What follows belongs to an exercise in optimizing a design on an open flow for small area, a short achievable clock period and few clock cycles per item; a production flow would make more cautious choices.
Function was checked by simulation only, so behaviour that the tests miss may differ from the original.
Power is estimated from default activity; no workload was simulated.

`standard.sh`:
```
#!/bin/bash
# synth_recipe.tcl (not shown) runs the flow's synth.tcl, then flattens the netlist and writes it again
# the make line also repeats each setting of config.mk as NAME=value (left out here)
make -C /OpenROAD-flow-scripts/flow DESIGN_CONFIG=/design/flow/config.mk WORK_HOME=/design/flow/orfs CLKGATE_MAP_FILE= SYNTH_SCRIPT=/design/flow/synth_recipe.tcl "${@:-finish}"
```
`constraint.sdc`:
```
create_clock -name core_clock -period 8.0 [get_ports {clk}]
set_input_delay 1.6000 -clock core_clock [delete_from_list [all_inputs] [get_ports {clk}]]
set_output_delay 1.6000 -clock core_clock [all_outputs]
set_load 0.01 [all_outputs]
```
`config.mk`:
```
export PLATFORM = sky130hd
export DESIGN_NAME = link_force_sequencer
export DESIGN_NICKNAME = link_force_sequencer
export VERILOG_FILES = /design/flow/design.v
export SDC_FILE = /design/flow/constraint.sdc
export NUM_CORES = 4
export LEC_CHECK = 0
export CAP_MARGIN = 20
export CORE_MARGIN = 2
export CORE_UTILIZATION = 80
export CTS_BUF_LIST = sky130_fd_sc_hd__clkbuf_16
export CTS_CLUSTER_DIAMETER = 80
export CTS_CLUSTER_SIZE = 30
export PLACE_DENSITY = 0.9
export SETUP_SLACK_MARGIN = 4.3
export SLEW_MARGIN = 20
```
`flow/run.sh`:
```
#!/bin/bash
# The standard layout (standard.sh), with the port buffers that
# buffer_ports inserts made sky130_fd_sc_hd__buf_2 cells.
set -euo pipefail
bash standard.sh "BUFFER_PORTS_ARGS=-buffer_cell sky130_fd_sc_hd__buf_2" finish > standard_make.log 2>&1
```
`design.v`:
```
package mi_pipeline_pkg;
  localparam int SIZE       = 27;
  localparam int ADDR_WIDTH = 4;
  localparam int LINK_WIDTH = 4;
  localparam int K_WIDTH    = 18;
  localparam int FRAC       = 16;
  localparam int CS_LO      = 8;
endpackage
module link_table #(
  parameter int LINK_WIDTH = 4,
  parameter int ADDR_WIDTH = 4,
  parameter int K_WIDTH    = 18
) (
  input  logic                        clk,
  input  logic                        rst_n,
  input  logic                        we,
  input  logic [LINK_WIDTH-1:0]       waddr,
  input  logic [ADDR_WIDTH-1:0]       wmass_a,
  input  logic [ADDR_WIDTH-1:0]       wmass_b,
  input  logic signed [K_WIDTH-1:0]   wk,
  input  logic [LINK_WIDTH-1:0]       raddr,
  output logic                        rvalid,
  output logic signed [K_WIDTH-1:0]   rk,
  input  logic [LINK_WIDTH-1:0]       paddr,
  output logic [2*ADDR_WIDTH-1:0]     pmass,
  output logic [2*ADDR_WIDTH-1:0]     pmass0
);
  localparam int DEPTH = 1 << LINK_WIDTH;
  localparam int MW    = 2 * ADDR_WIDTH;
  logic [DEPTH-1:0]              vld;
  logic [DEPTH-1:0][MW-1:0]      m_ent;
  logic [DEPTH-1:0][K_WIDTH-1:0] k_ent;
  logic [DEPTH-1:0]              rsel;
  logic [DEPTH-1:0]              psel;
  always_ff @(posedge clk or negedge rst_n) begin
    if (!rst_n)
      vld <= '0;
    else if (we)
      vld[waddr] <= 1'b1;
  end
  for (genvar e = 0; e < DEPTH; e++) begin : g_ent
    always_ff @(posedge clk) begin
      if (we && waddr == e) begin
        m_ent[e] <= {wmass_a, wmass_b};
        k_ent[e] <= wk;
      end
    end
    assign rsel[e] = (raddr == e);
    assign psel[e] = (paddr == e);
  end
  assign pmass0 = m_ent[0];
  always_comb begin
    rvalid = 1'b0;
    rk     = '0;
    pmass  = '0;
    for (int e = 0; e < DEPTH; e++) begin
      rvalid = rvalid | (rsel[e] & vld[e]);
      rk     = rk | ({K_WIDTH{rsel[e] & vld[e]}} & k_ent[e]);
      pmass  = pmass | ({MW{psel[e]}} & m_ent[e]);
    end
  end
endmodule
module link_force_sequencer #(
  parameter int SIZE       = mi_pipeline_pkg::SIZE,
  parameter int ADDR_WIDTH = mi_pipeline_pkg::ADDR_WIDTH,
  parameter int LINK_WIDTH = mi_pipeline_pkg::LINK_WIDTH,
  parameter int K_WIDTH    = mi_pipeline_pkg::K_WIDTH,
  parameter int FRAC       = mi_pipeline_pkg::FRAC
) (
  input  logic                      clk,
  input  logic                      rst_n,
  input  logic                      start,
  input  logic [LINK_WIDTH:0]       n_links,
  input  logic                      cfg_we,
  input  logic [LINK_WIDTH-1:0]     cfg_addr,
  input  logic [ADDR_WIDTH-1:0]     cfg_mass_a,
  input  logic [ADDR_WIDTH-1:0]     cfg_mass_b,
  input  logic signed [K_WIDTH-1:0] cfg_k,
  output logic [ADDR_WIDTH-1:0]     r_addr_q1,
  output logic [ADDR_WIDTH-1:0]     r_addr_q2,
  input  logic signed [SIZE-1:0]    q1,
  input  logic signed [SIZE-1:0]    q2,
  output logic                      out_valid,
  input  logic                      out_ready,
  output logic [ADDR_WIDTH-1:0]     out_mass_a,
  output logic [ADDR_WIDTH-1:0]     out_mass_b,
  output logic signed [SIZE-1:0]    out_force,
  output logic                      busy,
  output logic                      done
);
  localparam int PW = SIZE + 1 + K_WIDTH;   
  localparam int HW = PW - FRAC;            
  localparam int ND = K_WIDTH / 2;          
  localparam int LO = mi_pipeline_pkg::CS_LO;
  logic                  active;    
  logic                  zdone;     
  logic                  iss;       
  logic [LINK_WIDTH-1:0] idx;       
  logic [LINK_WIDTH-1:0] idx_d;
  logic [LINK_WIDTH-1:0] pidx;
  logic                  rsm;       
  logic [LINK_WIDTH-1:0] ntx;       
  logic [LINK_WIDTH-1:0] last;      
  logic                  olast;     
  logic                  stall;
  logic                  xfer;
  logic                  issue;
  logic                  fin;
  logic                  start_go;
  logic                  we;
  logic                         t_valid;
  logic        [K_WIDTH-1:0]    t_k;
  logic [2*ADDR_WIDTH-1:0]      t_m;
  logic [2*ADDR_WIDTH-1:0]      t_m0;
  logic [2*ADDR_WIDTH-1:0]      pm;       
  logic [K_WIDTH:0] kx;
  logic [ND-1:0]    b_one;
  logic [ND-1:0]    b_two;
  logic [ND-1:0]    b_neg;
  logic                         s1_valid;
  logic        [SIZE:0]         s1_diff;
  logic [ND-1:0]                s1_one;
  logic [ND-1:0]                s1_two;
  logic [ND-1:0]                s1_neg;
  logic [2*ADDR_WIDTH-1:0]      s1_m;
  logic [PW-1:LO] cs_s;
  logic [PW-1:LO] cs_c;
  logic           cs_cl;
  logic                         s2_valid;
  logic [PW-1:LO]               s2_s;
  logic [PW-1:LO]               s2_c;
  logic                         s2_cl;
  logic [2*ADDR_WIDTH-1:0]      s2_m;
  logic [PW-1:LO]         prod;
  logic [HW-1:0]          hi;
  logic [SIZE-1:0]        force_d;
  assign stall    = out_valid & ~out_ready;
  assign xfer     = out_valid & out_ready;
  assign fin      = out_ready & olast;
  assign done     = fin | zdone;
  assign busy     = active & ~fin;
  assign start_go = start & ~active & (n_links != '0);
  assign issue    = start_go | (iss & ~rsm);
  assign we       = cfg_we & ~active;
  always_comb begin
    if (fin)
      idx_d = '0;
    else if (stall)
      idx_d = ntx + 1'b1;
    else if (issue)
      idx_d = idx + 1'b1;
    else
      idx_d = idx;
  end
  assign pidx = active ? (iss & ~rsm ? idx + 1'b1 : idx) : LINK_WIDTH'(1);
  link_table #(
    .LINK_WIDTH (LINK_WIDTH),
    .ADDR_WIDTH (ADDR_WIDTH),
    .K_WIDTH    (K_WIDTH)
  ) u_table (
    .clk     (clk),
    .rst_n   (rst_n),
    .we      (we),
    .waddr   (cfg_addr),
    .wmass_a (cfg_mass_a),
    .wmass_b (cfg_mass_b),
    .wk      (cfg_k),
    .raddr   (idx),
    .rvalid  (t_valid),
    .rk      (t_k),
    .paddr   (pidx),
    .pmass   (t_m),
    .pmass0  (t_m0)
  );
  always_ff @(posedge clk) begin
    if (we && cfg_addr == idx_d)
      pm <= {cfg_mass_a, cfg_mass_b};
    else if (idx_d == '0)
      pm <= t_m0;
    else
      pm <= t_m;
  end
  assign {r_addr_q1, r_addr_q2} = pm;
  always_ff @(posedge clk or negedge rst_n) begin
    if (!rst_n) begin
      active   <= 1'b0;
      zdone    <= 1'b0;
      iss      <= 1'b0;
      idx      <= '0;
      ntx      <= '0;
      last     <= '0;
      olast    <= 1'b0;
      rsm      <= 1'b0;
      s1_valid <= 1'b0;
      s2_valid <= 1'b0;
    end else begin
      zdone <= start & ~active & (n_links == '0);
      idx   <= idx_d;
      rsm   <= stall;
      if (start_go) begin
        active <= 1'b1;
        last   <= LINK_WIDTH'(n_links - 1'b1);
      end else if (fin) begin
        active <= 1'b0;
      end
      if (!stall)
        olast <= s2_valid & ~fin & ((out_valid ? ntx + 1'b1 : ntx) == last);
      if (fin) begin
        ntx <= '0;
        iss <= 1'b0;
      end else if (stall) begin
        iss      <= (ntx != last);
        s1_valid <= 1'b0;
        s2_valid <= 1'b0;
      end else begin
        if (xfer)
          ntx <= ntx + 1'b1;
        s1_valid <= issue;
        s2_valid <= s1_valid;
        if (issue)
          iss <= start_go ? (n_links > 5'd1) : (idx != last);
      end
    end
  end
  assign kx = {t_k, 1'b0};
  always_comb begin
    for (int j = 0; j < ND; j++) begin
      b_one[j] = kx[2*j+1] ^ kx[2*j];
      b_two[j] = (kx[2*j+2] & ~kx[2*j+1] & ~kx[2*j]) | (~kx[2*j+2] & kx[2*j+1] & kx[2*j]);
      b_neg[j] = kx[2*j+2];
    end
  end
  always_ff @(posedge clk) begin
    s1_diff <= {q2[SIZE-1], q2} - {q1[SIZE-1], q1};
    s1_one  <= b_one;
    s1_two  <= b_two;
    s1_neg  <= b_neg;
    s1_m    <= t_valid ? pm : '0;
  end
  lfs_booth_csa u_mul (
    .diff  (s1_diff),
    .b_one (s1_one),
    .b_two (s1_two),
    .b_neg (s1_neg),
    .s_hi  (cs_s),
    .c_hi  (cs_c),
    .c_lo  (cs_cl)
  );
  always_ff @(posedge clk) begin
    s2_s  <= cs_s;
    s2_c  <= cs_c;
    s2_cl <= cs_cl;
    s2_m  <= s1_m;
  end
  assign prod = s2_s + s2_c + (PW-LO)'(s2_cl);
  assign hi   = prod[PW-1:FRAC];
  always_comb begin
    if (hi[HW-1:SIZE-1] != '0 && hi[HW-1:SIZE-1] != '1)
      force_d = hi[HW-1] ? {1'b1, {(SIZE-1){1'b0}}} : {1'b0, {(SIZE-1){1'b1}}};
    else
      force_d = hi[SIZE-1:0];
  end
  always_ff @(posedge clk or negedge rst_n) begin
    if (!rst_n)
      out_valid <= 1'b0;
    else if (!stall)
      out_valid <= s2_valid & ~fin;
  end
  always_ff @(posedge clk) begin
    if (!stall) begin
      {out_mass_a, out_mass_b} <= s2_m;
      out_force                <= force_d;
    end
  end
endmodule
module lfs_booth_csa (
  input  logic [27:0] diff,
  input  logic [8:0] b_one,
  input  logic [8:0] b_two,
  input  logic [8:0] b_neg,
  output logic [37:0] s_hi,
  output logic [37:0] c_hi,
  output logic        c_lo
);
  logic [28:0] dx;
  logic [8:0] one, two, neg;
  logic [45:0] rs, rc;
  logic [8:0] lo;
  logic [28:0] pp0;
  logic [28:0] pp1;
  logic [28:0] pp2;
  logic [28:0] pp3;
  logic [28:0] pp4;
  logic [28:0] pp5;
  logic [28:0] pp6;
  logic [28:0] pp7;
  logic [28:0] pp8;
  assign dx = {diff[27], diff};
  assign one = b_one;
  assign two = b_two;
  assign neg = b_neg;
  assign pp0 = ({29{one[0]}} & dx | {29{two[0]}} & {dx[27:0], 1'b0}) ^ {29{neg[0]}};
  assign pp1 = ({29{one[1]}} & dx | {29{two[1]}} & {dx[27:0], 1'b0}) ^ {29{neg[1]}};
  assign pp2 = ({29{one[2]}} & dx | {29{two[2]}} & {dx[27:0], 1'b0}) ^ {29{neg[2]}};
  assign pp3 = ({29{one[3]}} & dx | {29{two[3]}} & {dx[27:0], 1'b0}) ^ {29{neg[3]}};
  assign pp4 = ({29{one[4]}} & dx | {29{two[4]}} & {dx[27:0], 1'b0}) ^ {29{neg[4]}};
  assign pp5 = ({29{one[5]}} & dx | {29{two[5]}} & {dx[27:0], 1'b0}) ^ {29{neg[5]}};
  assign pp6 = ({29{one[6]}} & dx | {29{two[6]}} & {dx[27:0], 1'b0}) ^ {29{neg[6]}};
  assign pp7 = ({29{one[7]}} & dx | {29{two[7]}} & {dx[27:0], 1'b0}) ^ {29{neg[7]}};
  assign pp8 = ({29{one[8]}} & dx | {29{two[8]}} & {dx[27:0], 1'b0}) ^ {29{neg[8]}};
  logic s1, c2;
  logic s3, c4;
  logic s5, c6;
  logic s7, c8;
  logic s9, c10;
  logic s11, c12;
  logic s13, c14;
  logic s15, c16;
  logic s17, c18;
  logic s19, c20;
  logic s21, c22;
  logic s23, c24;
  logic s25, c26;
  logic s27, c28;
  logic s29, c30;
  logic s31, c32;
  logic s33, c34;
  logic s35, c36;
  logic s37, c38;
  logic s39, c40;
  logic s41, c42;
  logic s43, c44;
  logic s45, c46;
  logic s47, c48;
  logic s49, c50;
  logic s51, c52;
  logic s53, c54;
  logic s55, c56;
  logic s57, c58;
  logic s59, c60;
  logic s61, c62;
  logic s63, c64;
  logic s65, c66;
  logic s67, c68;
  logic s69, c70;
  logic s71, c72;
  logic s73, c74;
  logic s75, c76;
  logic s77, c78;
  logic s79, c80;
  logic s81, c82;
  logic s83, c84;
  logic s85, c86;
  logic s87, c88;
  logic s89, c90;
  logic s91, c92;
  logic s93, c94;
  logic s95, c96;
  logic s97, c98;
  logic s99, c100;
  logic s101, c102;
  logic s103, c104;
  logic s105, c106;
  logic s107, c108;
  logic s109, c110;
  logic s111, c112;
  logic s113, c114;
  logic s115, c116;
  logic s117, c118;
  logic s119, c120;
  logic s121, c122;
  logic s123, c124;
  logic s125, c126;
  logic s127, c128;
  logic s129, c130;
  logic s131, c132;
  logic s133, c134;
  logic s135, c136;
  logic s137, c138;
  logic s139, c140;
  logic s141, c142;
  logic s143, c144;
  logic s145, c146;
  logic s147, c148;
  logic s149, c150;
  logic s151, c152;
  logic s153, c154;
  logic s155, c156;
  logic s157, c158;
  logic s159, c160;
  logic s161, c162;
  logic s163, c164;
  logic s165, c166;
  logic s167, c168;
  logic s169, c170;
  logic s171, c172;
  logic s173, c174;
  logic s175, c176;
  logic s177, c178;
  logic s179, c180;
  logic s181, c182;
  logic s183, c184;
  logic s185, c186;
  logic s187, c188;
  logic s189, c190;
  logic s191, c192;
  logic s193, c194;
  logic s195, c196;
  logic s197, c198;
  logic s199, c200;
  logic s201, c202;
  logic s203, c204;
  logic s205, c206;
  logic s207, c208;
  logic s209, c210;
  logic s211, c212;
  logic s213, c214;
  logic s215, c216;
  logic s217, c218;
  logic s219, c220;
  logic s221, c222;
  logic s223, c224;
  logic s225, c226;
  logic s227, c228;
  logic s229, c230;
  logic s231, c232;
  logic s233, c234;
  logic s235, c236;
  logic s237, c238;
  logic s239, c240;
  logic s241, c242;
  logic s243, c244;
  logic s245, c246;
  logic s247, c248;
  logic s249, c250;
  logic s251, c252;
  logic s253, c254;
  logic s255, c256;
  logic s257, c258;
  logic s259, c260;
  logic s261, c262;
  logic s263, c264;
  logic s265, c266;
  logic s267, c268;
  logic s269, c270;
  logic s271, c272;
  logic s273, c274;
  logic s275, c276;
  logic s277, c278;
  logic s279, c280;
  logic s281, c282;
  logic s283, c284;
  logic s285, c286;
  logic s287, c288;
  logic s289, c290;
  logic s291, c292;
  logic s293, c294;
  logic s295, c296;
  logic s297, c298;
  logic s299, c300;
  logic s301, c302;
  logic s303, c304;
  logic s305, c306;
  logic s307, c308;
  logic s309, c310;
  logic s311, c312;
  logic s313, c314;
  logic s315, c316;
  logic s317, c318;
  logic s319, c320;
  logic s321, c322;
  logic s323, c324;
  logic s325, c326;
  logic s327, c328;
  logic s329, c330;
  logic s331, c332;
  logic s333, c334;
  logic s335, c336;
  logic s337, c338;
  logic s339, c340;
  logic s341, c342;
  logic s343, c344;
  logic s345, c346;
  logic s347, c348;
  logic s349, c350;
  logic s351, c352;
  logic s353, c354;
  logic s355, c356;
  logic s357, c358;
  logic s359, c360;
  logic s361, c362;
  logic s363, c364;
  logic s365, c366;
  logic s367, c368;
  logic s369, c370;
  logic s371, c372;
  logic s373, c374;
  logic s375, c376;
  logic s377, c378;
  logic s379, c380;
  logic s381, c382;
  logic s383, c384;
  logic s385, c386;
  logic s387, c388;
  logic s389, c390;
  logic s391, c392;
  logic s393, c394;
  logic s395, c396;
  logic s397, c398;
  logic s399, c400;
  logic s401, c402;
  logic s403, c404;
  logic s405, c406;
  logic s407, c408;
  logic s409, c410;
  logic s411, c412;
  logic s413, c414;
  logic s415, c416;
  logic s417, c418;
  logic s419, c420;
  logic s421, c422;
  logic s423, c424;
  logic s425, c426;
  logic s427, c428;
  logic s429, c430;
  logic s431, c432;
  logic s433, c434;
  logic s435, c436;
  logic s437, c438;
  logic s439, c440;
  logic s441, c442;
  logic s443, c444;
  logic s445, c446;
  logic s447, c448;
  assign s1 = neg[1] ^ pp0[2] ^ pp1[0];
  assign c2 = (neg[1] & pp0[2]) | (neg[1] & pp1[0]) | (pp0[2] & pp1[0]);
  assign s3 = pp0[3] ^ pp1[1];
  assign c4 = pp0[3] & pp1[1];
  assign s5 = neg[2] ^ pp0[4] ^ pp1[2];
  assign c6 = (neg[2] & pp0[4]) | (neg[2] & pp1[2]) | (pp0[4] & pp1[2]);
  assign s7 = pp2[0] ^ c4;
  assign c8 = pp2[0] & c4;
  assign s9 = pp0[5] ^ pp1[3] ^ pp2[1];
  assign c10 = (pp0[5] & pp1[3]) | (pp0[5] & pp2[1]) | (pp1[3] & pp2[1]);
  assign s11 = c6 ^ c8;
  assign c12 = c6 & c8;
  assign s13 = neg[3] ^ pp0[6] ^ pp1[4];
  assign c14 = (neg[3] & pp0[6]) | (neg[3] & pp1[4]) | (pp0[6] & pp1[4]);
  assign s15 = pp2[2] ^ pp3[0] ^ c10;
  assign c16 = (pp2[2] & pp3[0]) | (pp2[2] & c10) | (pp3[0] & c10);
  assign s17 = s13 ^ c12;
  assign c18 = s13 & c12;
  assign s19 = pp0[7] ^ pp1[5] ^ pp2[3];
  assign c20 = (pp0[7] & pp1[5]) | (pp0[7] & pp2[3]) | (pp1[5] & pp2[3]);
  assign s21 = pp3[1] ^ c14 ^ s19;
  assign c22 = (pp3[1] & c14) | (pp3[1] & s19) | (c14 & s19);
  assign s23 = c16 ^ c18;
  assign c24 = c16 & c18;
  assign s25 = neg[4] ^ pp0[8] ^ pp1[6];
  assign c26 = (neg[4] & pp0[8]) | (neg[4] & pp1[6]) | (pp0[8] & pp1[6]);
  assign s27 = pp2[4] ^ pp3[2] ^ pp4[0];
  assign c28 = (pp2[4] & pp3[2]) | (pp2[4] & pp4[0]) | (pp3[2] & pp4[0]);
  assign s29 = c20 ^ s25 ^ s27;
  assign c30 = (c20 & s25) | (c20 & s27) | (s25 & s27);
  assign s31 = c22 ^ c24 ^ s29;
  assign c32 = (c22 & c24) | (c22 & s29) | (c24 & s29);
  assign s33 = pp0[9] ^ pp1[7] ^ pp2[5];
  assign c34 = (pp0[9] & pp1[7]) | (pp0[9] & pp2[5]) | (pp1[7] & pp2[5]);
  assign s35 = pp3[3] ^ pp4[1] ^ c26;
  assign c36 = (pp3[3] & pp4[1]) | (pp3[3] & c26) | (pp4[1] & c26);
  assign s37 = c28 ^ s33 ^ c30;
  assign c38 = (c28 & s33) | (c28 & c30) | (s33 & c30);
  assign s39 = s35 ^ c32 ^ s37;
  assign c40 = (s35 & c32) | (s35 & s37) | (c32 & s37);
  assign s41 = neg[5] ^ pp0[10] ^ pp1[8];
  assign c42 = (neg[5] & pp0[10]) | (neg[5] & pp1[8]) | (pp0[10] & pp1[8]);
  assign s43 = pp2[6] ^ pp3[4] ^ pp4[2];
  assign c44 = (pp2[6] & pp3[4]) | (pp2[6] & pp4[2]) | (pp3[4] & pp4[2]);
  assign s45 = pp5[0] ^ c34 ^ s41;
  assign c46 = (pp5[0] & c34) | (pp5[0] & s41) | (c34 & s41);
  assign s47 = s43 ^ c36 ^ s45;
  assign c48 = (s43 & c36) | (s43 & s45) | (c36 & s45);
  assign s49 = c38 ^ s47;
  assign c50 = c38 & s47;
  assign s51 = pp0[11] ^ pp1[9] ^ pp2[7];
  assign c52 = (pp0[11] & pp1[9]) | (pp0[11] & pp2[7]) | (pp1[9] & pp2[7]);
  assign s53 = pp3[5] ^ pp4[3] ^ pp5[1];
  assign c54 = (pp3[5] & pp4[3]) | (pp3[5] & pp5[1]) | (pp4[3] & pp5[1]);
  assign s55 = c42 ^ c44 ^ s51;
  assign c56 = (c42 & c44) | (c42 & s51) | (c44 & s51);
  assign s57 = s53 ^ c46 ^ s55;
  assign c58 = (s53 & c46) | (s53 & s55) | (c46 & s55);
  assign s59 = c48 ^ s57;
  assign c60 = c48 & s57;
  assign s61 = neg[6] ^ pp0[12] ^ pp1[10];
  assign c62 = (neg[6] & pp0[12]) | (neg[6] & pp1[10]) | (pp0[12] & pp1[10]);
  assign s63 = pp2[8] ^ pp3[6] ^ pp4[4];
  assign c64 = (pp2[8] & pp3[6]) | (pp2[8] & pp4[4]) | (pp3[6] & pp4[4]);
  assign s65 = pp5[2] ^ pp6[0] ^ c52;
  assign c66 = (pp5[2] & pp6[0]) | (pp5[2] & c52) | (pp6[0] & c52);
  assign s67 = c54 ^ s61 ^ s63;
  assign c68 = (c54 & s61) | (c54 & s63) | (s61 & s63);
  assign s69 = c56 ^ s65 ^ s67;
  assign c70 = (c56 & s65) | (c56 & s67) | (s65 & s67);
  assign s71 = c58 ^ s69;
  assign c72 = c58 & s69;
  assign s73 = pp0[13] ^ pp1[11] ^ pp2[9];
  assign c74 = (pp0[13] & pp1[11]) | (pp0[13] & pp2[9]) | (pp1[11] & pp2[9]);
  assign s75 = pp3[7] ^ pp4[5] ^ pp5[3];
  assign c76 = (pp3[7] & pp4[5]) | (pp3[7] & pp5[3]) | (pp4[5] & pp5[3]);
  assign s77 = pp6[1] ^ c62 ^ c64;
  assign c78 = (pp6[1] & c62) | (pp6[1] & c64) | (c62 & c64);
  assign s79 = s73 ^ s75 ^ c66;
  assign c80 = (s73 & s75) | (s73 & c66) | (s75 & c66);
  assign s81 = c68 ^ s77 ^ s79;
  assign c82 = (c68 & s77) | (c68 & s79) | (s77 & s79);
  assign s83 = c70 ^ c72;
  assign c84 = c70 & c72;
  assign s85 = neg[7] ^ pp0[14] ^ pp1[12];
  assign c86 = (neg[7] & pp0[14]) | (neg[7] & pp1[12]) | (pp0[14] & pp1[12]);
  assign s87 = pp2[10] ^ pp3[8] ^ pp4[6];
  assign c88 = (pp2[10] & pp3[8]) | (pp2[10] & pp4[6]) | (pp3[8] & pp4[6]);
  assign s89 = pp5[4] ^ pp6[2] ^ pp7[0];
  assign c90 = (pp5[4] & pp6[2]) | (pp5[4] & pp7[0]) | (pp6[2] & pp7[0]);
  assign s91 = c74 ^ c76 ^ s85;
  assign c92 = (c74 & c76) | (c74 & s85) | (c76 & s85);
  assign s93 = s87 ^ s89 ^ c78;
  assign c94 = (s87 & s89) | (s87 & c78) | (s89 & c78);
  assign s95 = s91 ^ c80 ^ s93;
  assign c96 = (s91 & c80) | (s91 & s93) | (c80 & s93);
  assign s97 = c82 ^ s95;
  assign c98 = c82 & s95;
  assign s99 = pp0[15] ^ pp1[13] ^ pp2[11];
  assign c100 = (pp0[15] & pp1[13]) | (pp0[15] & pp2[11]) | (pp1[13] & pp2[11]);
  assign s101 = pp3[9] ^ pp4[7] ^ pp5[5];
  assign c102 = (pp3[9] & pp4[7]) | (pp3[9] & pp5[5]) | (pp4[7] & pp5[5]);
  assign s103 = pp6[3] ^ pp7[1] ^ c86;
  assign c104 = (pp6[3] & pp7[1]) | (pp6[3] & c86) | (pp7[1] & c86);
  assign s105 = c88 ^ c90 ^ s99;
  assign c106 = (c88 & c90) | (c88 & s99) | (c90 & s99);
  assign s107 = s101 ^ c92 ^ s103;
  assign c108 = (s101 & c92) | (s101 & s103) | (c92 & s103);
  assign s109 = s105 ^ c94 ^ s107;
  assign c110 = (s105 & c94) | (s105 & s107) | (c94 & s107);
  assign s111 = c96 ^ s109;
  assign c112 = c96 & s109;
  assign s113 = neg[8] ^ pp0[16] ^ pp1[14];
  assign c114 = (neg[8] & pp0[16]) | (neg[8] & pp1[14]) | (pp0[16] & pp1[14]);
  assign s115 = pp2[12] ^ pp3[10] ^ pp4[8];
  assign c116 = (pp2[12] & pp3[10]) | (pp2[12] & pp4[8]) | (pp3[10] & pp4[8]);
  assign s117 = pp5[6] ^ pp6[4] ^ pp7[2];
  assign c118 = (pp5[6] & pp6[4]) | (pp5[6] & pp7[2]) | (pp6[4] & pp7[2]);
  assign s119 = pp8[0] ^ c100 ^ c102;
  assign c120 = (pp8[0] & c100) | (pp8[0] & c102) | (c100 & c102);
  assign s121 = s113 ^ s115 ^ s117;
  assign c122 = (s113 & s115) | (s113 & s117) | (s115 & s117);
  assign s123 = c104 ^ c106 ^ s119;
  assign c124 = (c104 & c106) | (c104 & s119) | (c106 & s119);
  assign s125 = s121 ^ c108 ^ s123;
  assign c126 = (s121 & c108) | (s121 & s123) | (c108 & s123);
  assign s127 = c110 ^ s125;
  assign c128 = c110 & s125;
  assign s129 = pp0[17] ^ pp1[15] ^ pp2[13];
  assign c130 = (pp0[17] & pp1[15]) | (pp0[17] & pp2[13]) | (pp1[15] & pp2[13]);
  assign s131 = pp3[11] ^ pp4[9] ^ pp5[7];
  assign c132 = (pp3[11] & pp4[9]) | (pp3[11] & pp5[7]) | (pp4[9] & pp5[7]);
  assign s133 = pp6[5] ^ pp7[3] ^ pp8[1];
  assign c134 = (pp6[5] & pp7[3]) | (pp6[5] & pp8[1]) | (pp7[3] & pp8[1]);
  assign s135 = c114 ^ c116 ^ c118;
  assign c136 = (c114 & c116) | (c114 & c118) | (c116 & c118);
  assign s137 = s129 ^ s131 ^ s133;
  assign c138 = (s129 & s131) | (s129 & s133) | (s131 & s133);
  assign s139 = c120 ^ c122 ^ s135;
  assign c140 = (c120 & c122) | (c120 & s135) | (c122 & s135);
  assign s141 = s137 ^ c124 ^ s139;
  assign c142 = (s137 & c124) | (s137 & s139) | (c124 & s139);
  assign s143 = c126 ^ s141;
  assign c144 = c126 & s141;
  assign s145 = pp0[18] ^ pp1[16] ^ pp2[14];
  assign c146 = (pp0[18] & pp1[16]) | (pp0[18] & pp2[14]) | (pp1[16] & pp2[14]);
  assign s147 = pp3[12] ^ pp4[10] ^ pp5[8];
  assign c148 = (pp3[12] & pp4[10]) | (pp3[12] & pp5[8]) | (pp4[10] & pp5[8]);
  assign s149 = pp6[6] ^ pp7[4] ^ pp8[2];
  assign c150 = (pp6[6] & pp7[4]) | (pp6[6] & pp8[2]) | (pp7[4] & pp8[2]);
  assign s151 = c130 ^ c132 ^ c134;
  assign c152 = (c130 & c132) | (c130 & c134) | (c132 & c134);
  assign s153 = s145 ^ s147 ^ s149;
  assign c154 = (s145 & s147) | (s145 & s149) | (s147 & s149);
  assign s155 = c136 ^ c138 ^ s151;
  assign c156 = (c136 & c138) | (c136 & s151) | (c138 & s151);
  assign s157 = s153 ^ c140 ^ s155;
  assign c158 = (s153 & c140) | (s153 & s155) | (c140 & s155);
  assign s159 = c142 ^ s157;
  assign c160 = c142 & s157;
  assign s161 = pp0[19] ^ pp1[17] ^ pp2[15];
  assign c162 = (pp0[19] & pp1[17]) | (pp0[19] & pp2[15]) | (pp1[17] & pp2[15]);
  assign s163 = pp3[13] ^ pp4[11] ^ pp5[9];
  assign c164 = (pp3[13] & pp4[11]) | (pp3[13] & pp5[9]) | (pp4[11] & pp5[9]);
  assign s165 = pp6[7] ^ pp7[5] ^ pp8[3];
  assign c166 = (pp6[7] & pp7[5]) | (pp6[7] & pp8[3]) | (pp7[5] & pp8[3]);
  assign s167 = c146 ^ c148 ^ c150;
  assign c168 = (c146 & c148) | (c146 & c150) | (c148 & c150);
  assign s169 = s161 ^ s163 ^ s165;
  assign c170 = (s161 & s163) | (s161 & s165) | (s163 & s165);
  assign s171 = c152 ^ c154 ^ s167;
  assign c172 = (c152 & c154) | (c152 & s167) | (c154 & s167);
  assign s173 = s169 ^ c156 ^ s171;
  assign c174 = (s169 & c156) | (s169 & s171) | (c156 & s171);
  assign s175 = c158 ^ s173;
  assign c176 = c158 & s173;
  assign s177 = pp0[20] ^ pp1[18] ^ pp2[16];
  assign c178 = (pp0[20] & pp1[18]) | (pp0[20] & pp2[16]) | (pp1[18] & pp2[16]);
  assign s179 = pp3[14] ^ pp4[12] ^ pp5[10];
  assign c180 = (pp3[14] & pp4[12]) | (pp3[14] & pp5[10]) | (pp4[12] & pp5[10]);
  assign s181 = pp6[8] ^ pp7[6] ^ pp8[4];
  assign c182 = (pp6[8] & pp7[6]) | (pp6[8] & pp8[4]) | (pp7[6] & pp8[4]);
  assign s183 = c162 ^ c164 ^ c166;
  assign c184 = (c162 & c164) | (c162 & c166) | (c164 & c166);
  assign s185 = s177 ^ s179 ^ s181;
  assign c186 = (s177 & s179) | (s177 & s181) | (s179 & s181);
  assign s187 = c168 ^ c170 ^ s183;
  assign c188 = (c168 & c170) | (c168 & s183) | (c170 & s183);
  assign s189 = s185 ^ c172 ^ s187;
  assign c190 = (s185 & c172) | (s185 & s187) | (c172 & s187);
  assign s191 = c174 ^ s189;
  assign c192 = c174 & s189;
  assign s193 = pp0[21] ^ pp1[19] ^ pp2[17];
  assign c194 = (pp0[21] & pp1[19]) | (pp0[21] & pp2[17]) | (pp1[19] & pp2[17]);
  assign s195 = pp3[15] ^ pp4[13] ^ pp5[11];
  assign c196 = (pp3[15] & pp4[13]) | (pp3[15] & pp5[11]) | (pp4[13] & pp5[11]);
  assign s197 = pp6[9] ^ pp7[7] ^ pp8[5];
  assign c198 = (pp6[9] & pp7[7]) | (pp6[9] & pp8[5]) | (pp7[7] & pp8[5]);
  assign s199 = c178 ^ c180 ^ c182;
  assign c200 = (c178 & c180) | (c178 & c182) | (c180 & c182);
  assign s201 = s193 ^ s195 ^ s197;
  assign c202 = (s193 & s195) | (s193 & s197) | (s195 & s197);
  assign s203 = c184 ^ c186 ^ s199;
  assign c204 = (c184 & c186) | (c184 & s199) | (c186 & s199);
  assign s205 = s201 ^ c188 ^ s203;
  assign c206 = (s201 & c188) | (s201 & s203) | (c188 & s203);
  assign s207 = c190 ^ s205;
  assign c208 = c190 & s205;
  assign s209 = pp0[22] ^ pp1[20] ^ pp2[18];
  assign c210 = (pp0[22] & pp1[20]) | (pp0[22] & pp2[18]) | (pp1[20] & pp2[18]);
  assign s211 = pp3[16] ^ pp4[14] ^ pp5[12];
  assign c212 = (pp3[16] & pp4[14]) | (pp3[16] & pp5[12]) | (pp4[14] & pp5[12]);
  assign s213 = pp6[10] ^ pp7[8] ^ pp8[6];
  assign c214 = (pp6[10] & pp7[8]) | (pp6[10] & pp8[6]) | (pp7[8] & pp8[6]);
  assign s215 = c194 ^ c196 ^ c198;
  assign c216 = (c194 & c196) | (c194 & c198) | (c196 & c198);
  assign s217 = s209 ^ s211 ^ s213;
  assign c218 = (s209 & s211) | (s209 & s213) | (s211 & s213);
  assign s219 = c200 ^ c202 ^ s215;
  assign c220 = (c200 & c202) | (c200 & s215) | (c202 & s215);
  assign s221 = s217 ^ c204 ^ s219;
  assign c222 = (s217 & c204) | (s217 & s219) | (c204 & s219);
  assign s223 = c206 ^ s221;
  assign c224 = c206 & s221;
  assign s225 = pp0[23] ^ pp1[21] ^ pp2[19];
  assign c226 = (pp0[23] & pp1[21]) | (pp0[23] & pp2[19]) | (pp1[21] & pp2[19]);
  assign s227 = pp3[17] ^ pp4[15] ^ pp5[13];
  assign c228 = (pp3[17] & pp4[15]) | (pp3[17] & pp5[13]) | (pp4[15] & pp5[13]);
  assign s229 = pp6[11] ^ pp7[9] ^ pp8[7];
  assign c230 = (pp6[11] & pp7[9]) | (pp6[11] & pp8[7]) | (pp7[9] & pp8[7]);
  assign s231 = c210 ^ c212 ^ c214;
  assign c232 = (c210 & c212) | (c210 & c214) | (c212 & c214);
  assign s233 = s225 ^ s227 ^ s229;
  assign c234 = (s225 & s227) | (s225 & s229) | (s227 & s229);
  assign s235 = c216 ^ c218 ^ s231;
  assign c236 = (c216 & c218) | (c216 & s231) | (c218 & s231);
  assign s237 = s233 ^ c220 ^ s235;
  assign c238 = (s233 & c220) | (s233 & s235) | (c220 & s235);
  assign s239 = c222 ^ s237;
  assign c240 = c222 & s237;
  assign s241 = pp0[24] ^ pp1[22] ^ pp2[20];
  assign c242 = (pp0[24] & pp1[22]) | (pp0[24] & pp2[20]) | (pp1[22] & pp2[20]);
  assign s243 = pp3[18] ^ pp4[16] ^ pp5[14];
  assign c244 = (pp3[18] & pp4[16]) | (pp3[18] & pp5[14]) | (pp4[16] & pp5[14]);
  assign s245 = pp6[12] ^ pp7[10] ^ pp8[8];
  assign c246 = (pp6[12] & pp7[10]) | (pp6[12] & pp8[8]) | (pp7[10] & pp8[8]);
  assign s247 = c226 ^ c228 ^ c230;
  assign c248 = (c226 & c228) | (c226 & c230) | (c228 & c230);
  assign s249 = s241 ^ s243 ^ s245;
  assign c250 = (s241 & s243) | (s241 & s245) | (s243 & s245);
  assign s251 = c232 ^ c234 ^ s247;
  assign c252 = (c232 & c234) | (c232 & s247) | (c234 & s247);
  assign s253 = s249 ^ c236 ^ s251;
  assign c254 = (s249 & c236) | (s249 & s251) | (c236 & s251);
  assign s255 = c238 ^ s253;
  assign c256 = c238 & s253;
  assign s257 = pp0[25] ^ pp1[23] ^ pp2[21];
  assign c258 = (pp0[25] & pp1[23]) | (pp0[25] & pp2[21]) | (pp1[23] & pp2[21]);
  assign s259 = pp3[19] ^ pp4[17] ^ pp5[15];
  assign c260 = (pp3[19] & pp4[17]) | (pp3[19] & pp5[15]) | (pp4[17] & pp5[15]);
  assign s261 = pp6[13] ^ pp7[11] ^ pp8[9];
  assign c262 = (pp6[13] & pp7[11]) | (pp6[13] & pp8[9]) | (pp7[11] & pp8[9]);
  assign s263 = c242 ^ c244 ^ c246;
  assign c264 = (c242 & c244) | (c242 & c246) | (c244 & c246);
  assign s265 = s257 ^ s259 ^ s261;
  assign c266 = (s257 & s259) | (s257 & s261) | (s259 & s261);
  assign s267 = c248 ^ c250 ^ s263;
  assign c268 = (c248 & c250) | (c248 & s263) | (c250 & s263);
  assign s269 = s265 ^ c252 ^ s267;
  assign c270 = (s265 & c252) | (s265 & s267) | (c252 & s267);
  assign s271 = c254 ^ s269;
  assign c272 = c254 & s269;
  assign s273 = pp0[26] ^ pp1[24] ^ pp2[22];
  assign c274 = (pp0[26] & pp1[24]) | (pp0[26] & pp2[22]) | (pp1[24] & pp2[22]);
  assign s275 = pp3[20] ^ pp4[18] ^ pp5[16];
  assign c276 = (pp3[20] & pp4[18]) | (pp3[20] & pp5[16]) | (pp4[18] & pp5[16]);
  assign s277 = pp6[14] ^ pp7[12] ^ pp8[10];
  assign c278 = (pp6[14] & pp7[12]) | (pp6[14] & pp8[10]) | (pp7[12] & pp8[10]);
  assign s279 = c258 ^ c260 ^ c262;
  assign c280 = (c258 & c260) | (c258 & c262) | (c260 & c262);
  assign s281 = s273 ^ s275 ^ s277;
  assign c282 = (s273 & s275) | (s273 & s277) | (s275 & s277);
  assign s283 = c264 ^ c266 ^ s279;
  assign c284 = (c264 & c266) | (c264 & s279) | (c266 & s279);
  assign s285 = s281 ^ c268 ^ s283;
  assign c286 = (s281 & c268) | (s281 & s283) | (c268 & s283);
  assign s287 = c270 ^ s285;
  assign c288 = c270 & s285;
  assign s289 = pp0[27] ^ pp1[25] ^ pp2[23];
  assign c290 = (pp0[27] & pp1[25]) | (pp0[27] & pp2[23]) | (pp1[25] & pp2[23]);
  assign s291 = pp3[21] ^ pp4[19] ^ pp5[17];
  assign c292 = (pp3[21] & pp4[19]) | (pp3[21] & pp5[17]) | (pp4[19] & pp5[17]);
  assign s293 = pp6[15] ^ pp7[13] ^ pp8[11];
  assign c294 = (pp6[15] & pp7[13]) | (pp6[15] & pp8[11]) | (pp7[13] & pp8[11]);
  assign s295 = c274 ^ c276 ^ c278;
  assign c296 = (c274 & c276) | (c274 & c278) | (c276 & c278);
  assign s297 = s289 ^ s291 ^ s293;
  assign c298 = (s289 & s291) | (s289 & s293) | (s291 & s293);
  assign s299 = c280 ^ c282 ^ s295;
  assign c300 = (c280 & c282) | (c280 & s295) | (c282 & s295);
  assign s301 = s297 ^ c284 ^ s299;
  assign c302 = (s297 & c284) | (s297 & s299) | (c284 & s299);
  assign s303 = c286 ^ s301;
  assign c304 = c286 & s301;
  assign s305 = 1'b1 ^ ~pp0[28] ^ pp1[26];
  assign c306 = (1'b1 & ~pp0[28]) | (1'b1 & pp1[26]) | (~pp0[28] & pp1[26]);
  assign s307 = pp2[24] ^ pp3[22] ^ pp4[20];
  assign c308 = (pp2[24] & pp3[22]) | (pp2[24] & pp4[20]) | (pp3[22] & pp4[20]);
  assign s309 = pp5[18] ^ pp6[16] ^ pp7[14];
  assign c310 = (pp5[18] & pp6[16]) | (pp5[18] & pp7[14]) | (pp6[16] & pp7[14]);
  assign s311 = pp8[12] ^ c290 ^ c292;
  assign c312 = (pp8[12] & c290) | (pp8[12] & c292) | (c290 & c292);
  assign s313 = c294 ^ s305 ^ s307;
  assign c314 = (c294 & s305) | (c294 & s307) | (s305 & s307);
  assign s315 = s309 ^ c296 ^ c298;
  assign c316 = (s309 & c296) | (s309 & c298) | (c296 & c298);
  assign s317 = s311 ^ s313 ^ c300;
  assign c318 = (s311 & s313) | (s311 & c300) | (s313 & c300);
  assign s319 = s315 ^ c302 ^ s317;
  assign c320 = (s315 & c302) | (s315 & s317) | (c302 & s317);
  assign s321 = 1'b1 ^ pp1[27] ^ pp2[25];
  assign c322 = (1'b1 & pp1[27]) | (1'b1 & pp2[25]) | (pp1[27] & pp2[25]);
  assign s323 = pp3[23] ^ pp4[21] ^ pp5[19];
  assign c324 = (pp3[23] & pp4[21]) | (pp3[23] & pp5[19]) | (pp4[21] & pp5[19]);
  assign s325 = pp6[17] ^ pp7[15] ^ pp8[13];
  assign c326 = (pp6[17] & pp7[15]) | (pp6[17] & pp8[13]) | (pp7[15] & pp8[13]);
  assign s327 = c306 ^ c308 ^ c310;
  assign c328 = (c306 & c308) | (c306 & c310) | (c308 & c310);
  assign s329 = s321 ^ s323 ^ s325;
  assign c330 = (s321 & s323) | (s321 & s325) | (s323 & s325);
  assign s331 = c312 ^ c314 ^ s327;
  assign c332 = (c312 & c314) | (c312 & s327) | (c314 & s327);
  assign s333 = s329 ^ c316 ^ s331;
  assign c334 = (s329 & c316) | (s329 & s331) | (c316 & s331);
  assign s335 = c318 ^ s333;
  assign c336 = c318 & s333;
  assign s337 = ~pp1[28] ^ pp2[26] ^ pp3[24];
  assign c338 = (~pp1[28] & pp2[26]) | (~pp1[28] & pp3[24]) | (pp2[26] & pp3[24]);
  assign s339 = pp4[22] ^ pp5[20] ^ pp6[18];
  assign c340 = (pp4[22] & pp5[20]) | (pp4[22] & pp6[18]) | (pp5[20] & pp6[18]);
  assign s341 = pp7[16] ^ pp8[14] ^ c322;
  assign c342 = (pp7[16] & pp8[14]) | (pp7[16] & c322) | (pp8[14] & c322);
  assign s343 = c324 ^ c326 ^ s337;
  assign c344 = (c324 & c326) | (c324 & s337) | (c326 & s337);
  assign s345 = s339 ^ c328 ^ c330;
  assign c346 = (s339 & c328) | (s339 & c330) | (c328 & c330);
  assign s347 = s341 ^ s343 ^ c332;
  assign c348 = (s341 & s343) | (s341 & c332) | (s343 & c332);
  assign s349 = s345 ^ c334 ^ s347;
  assign c350 = (s345 & c334) | (s345 & s347) | (c334 & s347);
  assign s351 = 1'b1 ^ pp2[27] ^ pp3[25];
  assign c352 = (1'b1 & pp2[27]) | (1'b1 & pp3[25]) | (pp2[27] & pp3[25]);
  assign s353 = pp4[23] ^ pp5[21] ^ pp6[19];
  assign c354 = (pp4[23] & pp5[21]) | (pp4[23] & pp6[19]) | (pp5[21] & pp6[19]);
  assign s355 = pp7[17] ^ pp8[15] ^ c338;
  assign c356 = (pp7[17] & pp8[15]) | (pp7[17] & c338) | (pp8[15] & c338);
  assign s357 = c340 ^ s351 ^ s353;
  assign c358 = (c340 & s351) | (c340 & s353) | (s351 & s353);
  assign s359 = c342 ^ c344 ^ s355;
  assign c360 = (c342 & c344) | (c342 & s355) | (c344 & s355);
  assign s361 = s357 ^ c346 ^ s359;
  assign c362 = (s357 & c346) | (s357 & s359) | (c346 & s359);
  assign s363 = c348 ^ s361;
  assign c364 = c348 & s361;
  assign s365 = ~pp2[28] ^ pp3[26] ^ pp4[24];
  assign c366 = (~pp2[28] & pp3[26]) | (~pp2[28] & pp4[24]) | (pp3[26] & pp4[24]);
  assign s367 = pp5[22] ^ pp6[20] ^ pp7[18];
  assign c368 = (pp5[22] & pp6[20]) | (pp5[22] & pp7[18]) | (pp6[20] & pp7[18]);
  assign s369 = pp8[16] ^ c352 ^ c354;
  assign c370 = (pp8[16] & c352) | (pp8[16] & c354) | (c352 & c354);
  assign s371 = s365 ^ s367 ^ c356;
  assign c372 = (s365 & s367) | (s365 & c356) | (s367 & c356);
  assign s373 = c358 ^ s369 ^ c360;
  assign c374 = (c358 & s369) | (c358 & c360) | (s369 & c360);
  assign s375 = s371 ^ c362 ^ s373;
  assign c376 = (s371 & c362) | (s371 & s373) | (c362 & s373);
  assign s377 = 1'b1 ^ pp3[27] ^ pp4[25];
  assign c378 = (1'b1 & pp3[27]) | (1'b1 & pp4[25]) | (pp3[27] & pp4[25]);
  assign s379 = pp5[23] ^ pp6[21] ^ pp7[19];
  assign c380 = (pp5[23] & pp6[21]) | (pp5[23] & pp7[19]) | (pp6[21] & pp7[19]);
  assign s381 = pp8[17] ^ c366 ^ c368;
  assign c382 = (pp8[17] & c366) | (pp8[17] & c368) | (c366 & c368);
  assign s383 = s377 ^ s379 ^ c370;
  assign c384 = (s377 & s379) | (s377 & c370) | (s379 & c370);
  assign s385 = s381 ^ c372 ^ s383;
  assign c386 = (s381 & c372) | (s381 & s383) | (c372 & s383);
  assign s387 = c374 ^ s385;
  assign c388 = c374 & s385;
  assign s389 = ~pp3[28] ^ pp4[26] ^ pp5[24];
  assign c390 = (~pp3[28] & pp4[26]) | (~pp3[28] & pp5[24]) | (pp4[26] & pp5[24]);
  assign s391 = pp6[22] ^ pp7[20] ^ pp8[18];
  assign c392 = (pp6[22] & pp7[20]) | (pp6[22] & pp8[18]) | (pp7[20] & pp8[18]);
  assign s393 = c378 ^ c380 ^ s389;
  assign c394 = (c378 & c380) | (c378 & s389) | (c380 & s389);
  assign s395 = s391 ^ c382 ^ s393;
  assign c396 = (s391 & c382) | (s391 & s393) | (c382 & s393);
  assign s397 = c384 ^ s395 ^ c386;
  assign c398 = (c384 & s395) | (c384 & c386) | (s395 & c386);
  assign s399 = 1'b1 ^ pp4[27] ^ pp5[25];
  assign c400 = (1'b1 & pp4[27]) | (1'b1 & pp5[25]) | (pp4[27] & pp5[25]);
  assign s401 = pp6[23] ^ pp7[21] ^ pp8[19];
  assign c402 = (pp6[23] & pp7[21]) | (pp6[23] & pp8[19]) | (pp7[21] & pp8[19]);
  assign s403 = c390 ^ c392 ^ s399;
  assign c404 = (c390 & c392) | (c390 & s399) | (c392 & s399);
  assign s405 = s401 ^ c394 ^ s403;
  assign c406 = (s401 & c394) | (s401 & s403) | (c394 & s403);
  assign s407 = c396 ^ s405;
  assign c408 = c396 & s405;
  assign s409 = ~pp4[28] ^ pp5[26] ^ pp6[24];
  assign c410 = (~pp4[28] & pp5[26]) | (~pp4[28] & pp6[24]) | (pp5[26] & pp6[24]);
  assign s411 = pp7[22] ^ pp8[20] ^ c400;
  assign c412 = (pp7[22] & pp8[20]) | (pp7[22] & c400) | (pp8[20] & c400);
  assign s413 = c402 ^ s409 ^ c404;
  assign c414 = (c402 & s409) | (c402 & c404) | (s409 & c404);
  assign s415 = s411 ^ c406 ^ s413;
  assign c416 = (s411 & c406) | (s411 & s413) | (c406 & s413);
  assign s417 = 1'b1 ^ pp5[27] ^ pp6[25];
  assign c418 = (1'b1 & pp5[27]) | (1'b1 & pp6[25]) | (pp5[27] & pp6[25]);
  assign s419 = pp7[23] ^ pp8[21] ^ c410;
  assign c420 = (pp7[23] & pp8[21]) | (pp7[23] & c410) | (pp8[21] & c410);
  assign s421 = s417 ^ c412 ^ s419;
  assign c422 = (s417 & c412) | (s417 & s419) | (c412 & s419);
  assign s423 = c414 ^ s421;
  assign c424 = c414 & s421;
  assign s425 = ~pp5[28] ^ pp6[26] ^ pp7[24];
  assign c426 = (~pp5[28] & pp6[26]) | (~pp5[28] & pp7[24]) | (pp6[26] & pp7[24]);
  assign s427 = pp8[22] ^ c418 ^ s425;
  assign c428 = (pp8[22] & c418) | (pp8[22] & s425) | (c418 & s425);
  assign s429 = c420 ^ s427 ^ c422;
  assign c430 = (c420 & s427) | (c420 & c422) | (s427 & c422);
  assign s431 = 1'b1 ^ pp6[27] ^ pp7[25];
  assign c432 = (1'b1 & pp6[27]) | (1'b1 & pp7[25]) | (pp6[27] & pp7[25]);
  assign s433 = pp8[23] ^ c426 ^ s431;
  assign c434 = (pp8[23] & c426) | (pp8[23] & s431) | (c426 & s431);
  assign s435 = c428 ^ s433;
  assign c436 = c428 & s433;
  assign s437 = ~pp6[28] ^ pp7[26] ^ pp8[24];
  assign c438 = (~pp6[28] & pp7[26]) | (~pp6[28] & pp8[24]) | (pp7[26] & pp8[24]);
  assign s439 = c432 ^ s437 ^ c434;
  assign c440 = (c432 & s437) | (c432 & c434) | (s437 & c434);
  assign s441 = 1'b1 ^ pp7[27] ^ pp8[25];
  assign c442 = (1'b1 & pp7[27]) | (1'b1 & pp8[25]) | (pp7[27] & pp8[25]);
  assign s443 = c438 ^ s441;
  assign c444 = c438 & s441;
  assign s445 = ~pp7[28] ^ pp8[26] ^ c442;
  assign c446 = (~pp7[28] & pp8[26]) | (~pp7[28] & c442) | (pp8[26] & c442);
  assign s447 = 1'b1 ^ pp8[27];
  assign c448 = 1'b1 & pp8[27];
  assign rs[0] = pp0[0];
  assign rc[0] = neg[0];
  assign rs[1] = pp0[1];
  assign rc[1] = 1'b0;
  assign rs[2] = s1;
  assign rc[2] = 1'b0;
  assign rs[3] = c2;
  assign rc[3] = s3;
  assign rs[4] = s5;
  assign rc[4] = s7;
  assign rs[5] = s9;
  assign rc[5] = s11;
  assign rs[6] = s15;
  assign rc[6] = s17;
  assign rs[7] = s21;
  assign rc[7] = s23;
  assign rs[8] = s31;
  assign rc[8] = 1'b0;
  assign rs[9] = s39;
  assign rc[9] = 1'b0;
  assign rs[10] = c40;
  assign rc[10] = s49;
  assign rs[11] = c50;
  assign rc[11] = s59;
  assign rs[12] = c60;
  assign rc[12] = s71;
  assign rs[13] = s81;
  assign rc[13] = s83;
  assign rs[14] = c84;
  assign rc[14] = s97;
  assign rs[15] = c98;
  assign rc[15] = s111;
  assign rs[16] = c112;
  assign rc[16] = s127;
  assign rs[17] = c128;
  assign rc[17] = s143;
  assign rs[18] = c144;
  assign rc[18] = s159;
  assign rs[19] = c160;
  assign rc[19] = s175;
  assign rs[20] = c176;
  assign rc[20] = s191;
  assign rs[21] = c192;
  assign rc[21] = s207;
  assign rs[22] = c208;
  assign rc[22] = s223;
  assign rs[23] = c224;
  assign rc[23] = s239;
  assign rs[24] = c240;
  assign rc[24] = s255;
  assign rs[25] = c256;
  assign rc[25] = s271;
  assign rs[26] = c272;
  assign rc[26] = s287;
  assign rs[27] = c288;
  assign rc[27] = s303;
  assign rs[28] = c304;
  assign rc[28] = s319;
  assign rs[29] = c320;
  assign rc[29] = s335;
  assign rs[30] = c336;
  assign rc[30] = s349;
  assign rs[31] = c350;
  assign rc[31] = s363;
  assign rs[32] = c364;
  assign rc[32] = s375;
  assign rs[33] = c376;
  assign rc[33] = s387;
  assign rs[34] = c388;
  assign rc[34] = s397;
  assign rs[35] = c398;
  assign rc[35] = s407;
  assign rs[36] = c408;
  assign rc[36] = s415;
  assign rs[37] = c416;
  assign rc[37] = s423;
  assign rs[38] = c424;
  assign rc[38] = s429;
  assign rs[39] = c430;
  assign rc[39] = s435;
  assign rs[40] = c436;
  assign rc[40] = s439;
  assign rs[41] = c440;
  assign rc[41] = s443;
  assign rs[42] = c444;
  assign rc[42] = s445;
  assign rs[43] = c446;
  assign rc[43] = s447;
  assign rs[44] = ~pp8[28];
  assign rc[44] = c448;
  assign rs[45] = 1'b1;
  assign rc[45] = 1'b0;
  assign lo = {1'b0, rs[7:0]} + {1'b0, rc[7:0]};
  assign c_lo = lo[8];
  assign s_hi = rs[45:8];
  assign c_hi = rc[45:8];
endmodule
```
==> flow_metrics.env, run 1 <==
export IMPL_grt_pass1_wl_um=138000
export IMPL_place_gp_congestion=0.912
export IMPL_power_mw=18.4
export IMPL_fp_dieH_um=212
export IMPL_drc=0
export IMPL_io_buffers=139
export IMPL_drive_above_1_share_pct=12.4
export IMPL_start_util_pct=80.7
export IMPL_p_sw_mw=8.44
export IMPL_worstRegToRegCells=8
export IMPL_synth_edf_count=451
export IMPL_grt_overflow_total=0
export IMPL_skew_ps=34.5
export IMPL_fillers=2037
export IMPL_r2r_slack_ps=4320
export IMPL_synth_warnings=2
export IMPL_wl_per_cell_um=27.0
export IMPL_synth_yosys_seq_area_share_pct=50.4
export IMPL_clock_sinks=639
export IMPL_ioPinCount=140
export IMPL_grt_util_all_layers_pct=41.0
export IMPL_hold_viol=0
export IMPL_synth_seq_cells=639
export IMPL_die_w_um=212
export IMPL_power_density_nw_per_um2=495
export IMPL_syn_inst=2792
export IMPL_via_count=24600
export IMPL_post_route_min_period_ps=3680
export IMPL_switching_share_pct=45.9
export IMPL_synth_area_um2=34700
export IMPL_crit_start="s1_diff[8]"
export IMPL_multi_input_area_um2=15700
export IMPL_coreArea_um2=43000
export IMPL_rsz0062_at_grt="yes"
export IMPL_ant_nets=0
export IMPL_hold_path_class="reg -> reg"
export IMPL_ir_worst_vdd_mv=0.440
export IMPL_antenna_found_initial=7
export IMPL_syn2layout_area_growth_pct=7.15
export IMPL_relSlewSlack_pct=23.3
export IMPL_worstMarginPinSlew_ps=1150
export IMPL_cts_buffer_depth=3
export IMPL_maxClockFrequency_mhz=272
export IMPL_wl_um=92300
export IMPL_layout_nets=3207
export IMPL_viasPerCell=7.17
export IMPL_cts_inserted_buffers=31
export IMPL_postSynthAreaPerCell_um2=12.4
export IMPL_synthTopCellsByArea="edfxtp_1 39%, fa_1 11%, dfxtp_1 8.8%"
export IMPL_layout_area_seq_um2=17600
export IMPL_dr_pass1_iters=8
export IMPL_setup_worst_path_end_class="register"
export IMPL_dpl_hpwl_um=56300
export IMPL_hold_depth=0
export IMPL_syn_nets=3189
export IMPL_critPathRequiredTime_ps=8520
export IMPL_drtIter0Drc=3568
export IMPL_p_leak_nw=14.1
export IMPL_yosys_area_top_type_share_pct=39.0
export IMPL_crit_path_start_kind="register"
export IMPL_p_clk_share_pct=10.6
export IMPL_dieArea_um2=45000
export IMPL_internal_power_mw=9.95
export IMPL_pwr_share_comb_pct=62.6
export IMPL_worstSetupPathType="reg -> reg"
export IMPL_drv_cap=0
export IMPL_path_max_fanout=18
export IMPL_grt_pass1_vias=24700
export IMPL_min_from="s1_m[6]"
export IMPL_synth_top_area_cell="edfxtp_1"
export IMPL_status="complete, no violations"
export IMPL_yosysUniqueCellTypes=90
export IMPL_synth_main_ff_cell="edfxtp_1"
export IMPL_r2r_start="s1_diff[8]"
export IMPL_clk_pin_slew_ps=110
export IMPL_finalSetupViolations=0
export IMPL_cts_tree="yes"
export IMPL_fin_setup_tns_ps=0
export IMPL_p_seq_share_pct=26.8
export IMPL_cts_root_buf="clkbuf_16"
export IMPL_drv_slew=0
export IMPL_async_flop_share_pct=5.63
export IMPL_num_rows=76
export IMPL_cts_htree_levels=1
export IMPL_clk_latency_ps=670
export IMPL_final_period_utilization_pct=46.0
export IMPL_cp_arrival_ps=4200
export IMPL_grt_max_degree=50
==> area by class of cell <==
class / count / area share, %
diodes: 5 / 0.0337
well taps: 585 / 1.97
multi-input cells: 1742 / 42.4
inverters: 199 / 2.01
clock buffers: 31 / 2.09
flip-flops and latches: 639 / 47.3
clock inverters: 27 / 0.889
repair buffers: 197 / 3.34
==> metrics by stage <==
step           worst slack, ps  std cells  hold slack [ps]  instance area (um2)  utilization, %
2_1_floorplan             4260       2792              310                34800               -
3_3_place_gp              3300       3355              310                35700            83.0
3_5_place_dp              2990       3355              312                35700            83.0
4_1_cts                   4300       3415              337                36900            85.9
5_1_grt                   4190       3424              350                37200            86.5
6_report                  4320       3425              338                37200            86.5
==> worst max-delay path, stage by stage, from the launching register on <==
cell	delay (ps)
dfxtp_2	680
a22oi_1	190
xor2_1	200
fa_1	480
fa_1	470
fa_1	420
fa_1	550
inv_1	60
fa_1	470
==> sequential cells by signal, indices dropped and copies added, names as in the netlist, 8 cells and up <==
name           cells
s1_diff           28
u_table.vld       16
s2_m               8
out_force         27
s1_neg             9
s2_c              35
s1_two             9
u_table.k_ent    288
u_table.m_ent    128
pm                 8
s1_m               8
s2_s              37
s1_one             9
==> cell families (layout without fill, tap and decap cells) <==
family                   Yosys count  count (layout)  share of synthesized area [%]
buffers and inverters            412             454                           4.69
adder cells (fa/ha/maj)          303             303                           14.9
AND/OR/NAND/NOR                  375             375                           5.79
flip-flops                       639             639                           50.4
AO/OA/AOI/OAI                    720             721                           15.5
XOR/XNOR                         338             338                           8.53
multiplexers                       5               5                          0.151
other                              0               5                              0
==> what timing repair did <==
action                                  CTS  global route
hold endpoints to repair                  0             0
cloned                                    1             0
endpoints found under the setup margin   82            63
hold buffers                              0             0
pin swaps                                 1             4
resized for setup                        46            52
setup buffers                             1             5
==> power groups by stage <==
stage	clock network [mW]	registers, mW	logic, mW
floorplan	0	4.64	8.10
global placement	0	4.92	10.3
detailed placement	0	4.94	11.0
CTS	1.93	4.88	11.3
global route	2.03	4.96	13.0
finish	1.94	4.93	11.5
==> layout by cell type, fill, tap and decap left out, types with 62 or more instances in the layout <==
| master | count |
|---|---|
| dfxtp_1 | 118 |
| nand3_1 | 62 |
| xor2_1 | 216 |
| edfxtp_1 | 451 |
| fa_1 | 182 |
| xnor2_1 | 120 |
| inv_1 | 210 |
| a22oi_1 | 354 |
| ha_1 | 117 |
| buf_2 | 138 |
| a21oi_1 | 64 |
| nand2_1 | 68 |
==> synth_stat cells (8+ instances only) <==
library cell / instances
a21o_1: 33
a21oi_1: 64
a221oi_1: 43
a22o_1: 44
a22oi_1: 358
and2_1: 30
and3_1: 25
buf_1: 43
clkbuf_1: 158
dfrtp_1: 36
dfxtp_1: 152
edfxtp_1: 451
fa_1: 185
ha_1: 118
inv_1: 199
nand2_1: 69
nand2b_1: 11
nand3_1: 62
nand4_1: 19
nor2_1: 61
nor2b_1: 32
nor3_1: 18
o21a_1: 17
o21ai_0: 42
o21ai_1: 13
o21ai_2: 22
o22ai_1: 8
o31ai_1: 13
xnor2_1: 120
xor2_1: 218
==> path summary, 6_finish.rpt <==
path	endpoint
hold / removal	s2_m[6]
setup reg to reg	s2_c[20]
setup / recovery	s2_c[20]
min in group asynchronous	last[0]
max in group asynchronous	u_table.vld[10]
hold reg to reg	s2_m[6]
==> routing by layer <==
metal | up-vias | track usage, % | routed length (um)
met4 | 4 | 25.4 | 5900
met3 | 528 | 10.2 | 11200
met5 | - | 0 | 27
met1 | 11900 | 49.3 | 29800
li1 | 10200 | - | -
met2 | 1980 | 67.3 | 45500
Testbench counts, summed over its fixed seeds: cycles 6,298, items 5,157.
==> run 2, diff against run 1 <==
--- a/config.mk
+++ b/config.mk
@@ -8,9 +8,9 @@
 export CAP_MARGIN = 20
 export CORE_MARGIN = 2
-export CORE_UTILIZATION = 80
+export CORE_UTILIZATION = 72
 export CTS_BUF_LIST = sky130_fd_sc_hd__clkbuf_16
 export CTS_CLUSTER_DIAMETER = 80
 export CTS_CLUSTER_SIZE = 30
-export PLACE_DENSITY = 0.9
+export PLACE_DENSITY = 0.85
 export SETUP_SLACK_MARGIN = 4.3
 export SLEW_MARGIN = 20
==> flow_metrics.env, run 2 <==
export IMPL_clock_sinks=639
export IMPL_grt_pass1_vias=24500
export IMPL_setup_worst_path_end_class="register"
export IMPL_finalSetupViolations=0
export IMPL_viasPerCell=7.01
export IMPL_cts_htree_levels=2
export IMPL_synth_warnings=2
export IMPL_layout_nets=3215
export IMPL_top_regs="u_table.k_ent: 288 flops, u_table.m_ent: 128 flops, s2_s: 37 flops"
export IMPL_wl_per_cell_um=26.0
export IMPL_place_gp_congestion=0.915
export IMPL_cts_root_buf="clkbuf_16"
export IMPL_yosysMostFrequentCell="edfxtp_1"
export IMPL_skew_ps=63.2
export IMPL_internal_power_mw=9.97
export IMPL_met2_usage_pct=59.6
export IMPL_worstSetupPathType="reg -> reg"
export IMPL_crit_path_start_kind="register"
export IMPL_grt_pass1_wl_um=137000
export IMPL_use_met1_pct=43.5
export IMPL_p_seq_share_pct=26.6
export IMPL_syn_inst=2792
export IMPL_synthXorXnorAreaFrac_pct=8.53
export IMPL_p_leak_nw=14.1
export IMPL_antenna_found_initial=6
export IMPL_grt_max_degree=50
export IMPL_p_clk_share_pct=11.1
export IMPL_drc=0
export IMPL_num_rows=80
export IMPL_fp_dieH_um=223
export IMPL_status="complete, no violations"
export IMPL_ioPinCount=140
export IMPL_maxClockFrequency_mhz=273
export IMPL_rsz0062_at_grt="yes"
export IMPL_synth_simple_gate_area_share_pct=5.79
export IMPL_dr_pass1_iters=7
export IMPL_post_route_min_period_ps=3670
export IMPL_ctsHoldBuffers=0
export IMPL_yosys_top_cells_count="451 x edfxtp_1, 358 x a22oi_1, 218 x xor2_1"
export IMPL_met3_usage_pct=8.11
export IMPL_p_sw_mw=8.35
export IMPL_top_usage_layer="met2"
export IMPL_coreArea_um2=47600
export IMPL_io_buffers=139
export IMPL_ant_nets=0
export IMPL_clk_pin_slew_ps=100
export IMPL_dpl_hpwl_um=55200
export IMPL_critPathRequiredTime_ps=8450
export IMPL_fin_setup_tns_ps=0
export IMPL_synth_area_um2=34700
export IMPL_worstMarginPinSlew_ps=1200
export IMPL_regMostFlops="u_table.k_ent"
export IMPL_hold_viol=0
export IMPL_synthTopCellsByArea="edfxtp_1 39%, fa_1 11%, dfxtp_1 8.8%"
export IMPL_grt_overflow_total=0
export IMPL_syn_nets=3189
export IMPL_cts_buffer_depth=3
export IMPL_hold_path_class="reg -> reg"
export IMPL_final_period_utilization_pct=45.9
export IMPL_power_mw=18.3
export IMPL_largest_reg_flops=288
export IMPL_yosys_area_top_type_share_pct=39.0
export IMPL_synth_yosys_seq_area_share_pct=50.4
export IMPL_synth_seq_cells=639
export IMPL_grt_util_all_layers_pct=36.0
export IMPL_relSlewSlack_pct=19.7
export IMPL_cts_tree="yes"
export IMPL_cp_arrival_ps=4120
export IMPL_mostFrequentLayoutCells="451 x edfxtp_1, 358 x a22oi_1, 218 x xor2_1"
export IMPL_final_common_cell="edfxtp_1"
export IMPL_drv_cap=0
export IMPL_drive_above_1_share_pct=12.3
export IMPL_wl_um=90000
export IMPL_yosysUniqueCellTypes=90
export IMPL_power_density_nw_per_um2=491
export IMPL_async_flop_share_pct=5.63
export IMPL_synth_edf_count=451
export IMPL_drtIter0Drc=3322
export IMPL_dieArea_um2=49900
export IMPL_drv_slew=0
export IMPL_clk_latency_ps=620
export IMPL_synthMuxAreaShare_pct=0.151
export IMPL_syn2layout_area_growth_pct=7.60
export IMPL_start_util_pct=72.8
export IMPL_via_count=24300
export IMPL_pwr_share_comb_pct=62.2
export IMPL_synth_main_ff_cell="edfxtp_1"
export IMPL_cts_inserted_buffers=34
export IMPL_postSynthAreaPerCell_um2=12.4
export IMPL_synth_top_family_by_area="compound AO/OA/AOI/OAI gates"
export IMPL_path_max_fanout=18
export IMPL_die_w_um=223
export IMPL_synth_compound_area_share_pct=15.5
export IMPL_switching_share_pct=45.6
export IMPL_synthAdderAreaFrac_pct=14.9
export IMPL_ir_worst_vdd_mv=0.389
export IMPL_synth_top_area_cell="edfxtp_1"
[run 2: cell counts after synthesis]
Identical to the previous run, type by type.
[run 2: area by class of cell]
type                            instances  area [um2]
Antenna cell                            4        10.0
Multi-Input combinational cell       1742       15700
Tap cell                              615         769
Fill cell                            2799       10300
Clock buffer                           34         851
Inverter                              199         747
Sequential cell                       639       17600
Timing Repair Buffer                  202        1290
Clock inverter                         27         353
[run 2: logic make-up after synthesis]
logic type / count (synthesis)
compound gates: 720
xor+xnor: 338
fa+ha+maj: 303
buf+inv: 412
flops: 639
mux: 5
simple gates: 375
[run 2: timing repair]
action	CTS	global route
endpoints found under the setup margin	75	47
resized for setup	48	42
cloned	1	0
setup buffers	2	4
hold endpoints to repair	0	0
pin swaps	2	6
[run 2: stage by stage]
step,hold slack (ps),cells,setup slack (ps),utilization [%],instance area (um2)
3_3_place_gp,310,3390,3230,75.1,35800
6_report,337,3462,4330,78.3,37300
2_1_floorplan,310,2792,4260,-,34800
3_5_place_dp,312,3390,2970,75.1,35800
5_1_grt,345,3459,4230,78.3,37300
4_1_cts,339,3454,4300,77.9,37100
[run 2: worst max-delay path, cell delays in order (launching register included)]
cell,delay [ps]
dfxtp_2,650
a22oi_1,150
xnor2_1,230
fa_1,480
fa_1,440
inv_1,90
fa_1,450
fa_1,630
inv_1,90
ha_1,320
[run 2: power groups by stage]
stage          registers [mW]  clock network [mW]  logic (mW)
2_1_floorplan            4.64                   0        8.10
3_3_place_gp             4.88                   0        10.5
3_5_place_dp             4.89                   0        11.2
4_1_cts                  4.84                2.04        11.4
5_1_grt                  4.90                2.15        12.9
6_report                 4.88                2.04        11.4
[run 2: final timing paths]
kind | end | from | cells after the start | slack (ps)
worst max-delay path | s2_c[23] | s1_diff[25] | 9 | 4330
worst min-delay path | s2_m[5] | s1_m[5] | 0 | 340
worst max register to register | s2_c[23] | s1_diff[25] | 9 | 4330
worst min register to register | s2_m[5] | s1_m[5] | 0 | 340
max in group asynchronous | olast | rst_n | 1 | 6360
min in group asynchronous | last[1] | rst_n | 1 | 1080
[run 2: layer usage]
layer / share of wire, % / wire length [um]
met1: 34 / 30300
met2: 49 / 44300
met3: 11 / 9600
met4: 6.3 / 5680
met5: 0.046 / 41

## separate check: timing with driven ports
In the flow no input, the clock included, has a driving cell. The finished layouts below were timed again as built, in two steps. Step 1 (the two cells are an assumption about what drives the block):
set clk [get_ports {clk}]
set_driving_cell -lib_cell sky130_fd_sc_hd__clkbuf_16 $clk
set_driving_cell -lib_cell sky130_fd_sc_hd__buf_2 [delete_from_list [all_inputs] $clk]
Step 2 moves the port delays by t, midway between the first and last clock arrival at a register: inputs arrive t later, outputs are due t later. That takes back most of the time a late clock gives input paths. Slacks: no drivers / after step 1 / after step 2; pairs: no drivers / after step 1.
run	shift t [ns]	setup slack, ns	slew at the worst register clock pin (ns)	worst slew at a driven data input, ns
run 1	0.715	4.320 / 4.277 / 3.728	0.11 / 0.11	0.09
run 2	0.651	4.330 / 4.278 / 3.829	0.12 / 0.12	0.11
After both steps every run listed still meets setup and hold. For run 1, which loses most, drivers alone change the setup slack by -0.043 ns; drivers and shift together by -0.592 ns.
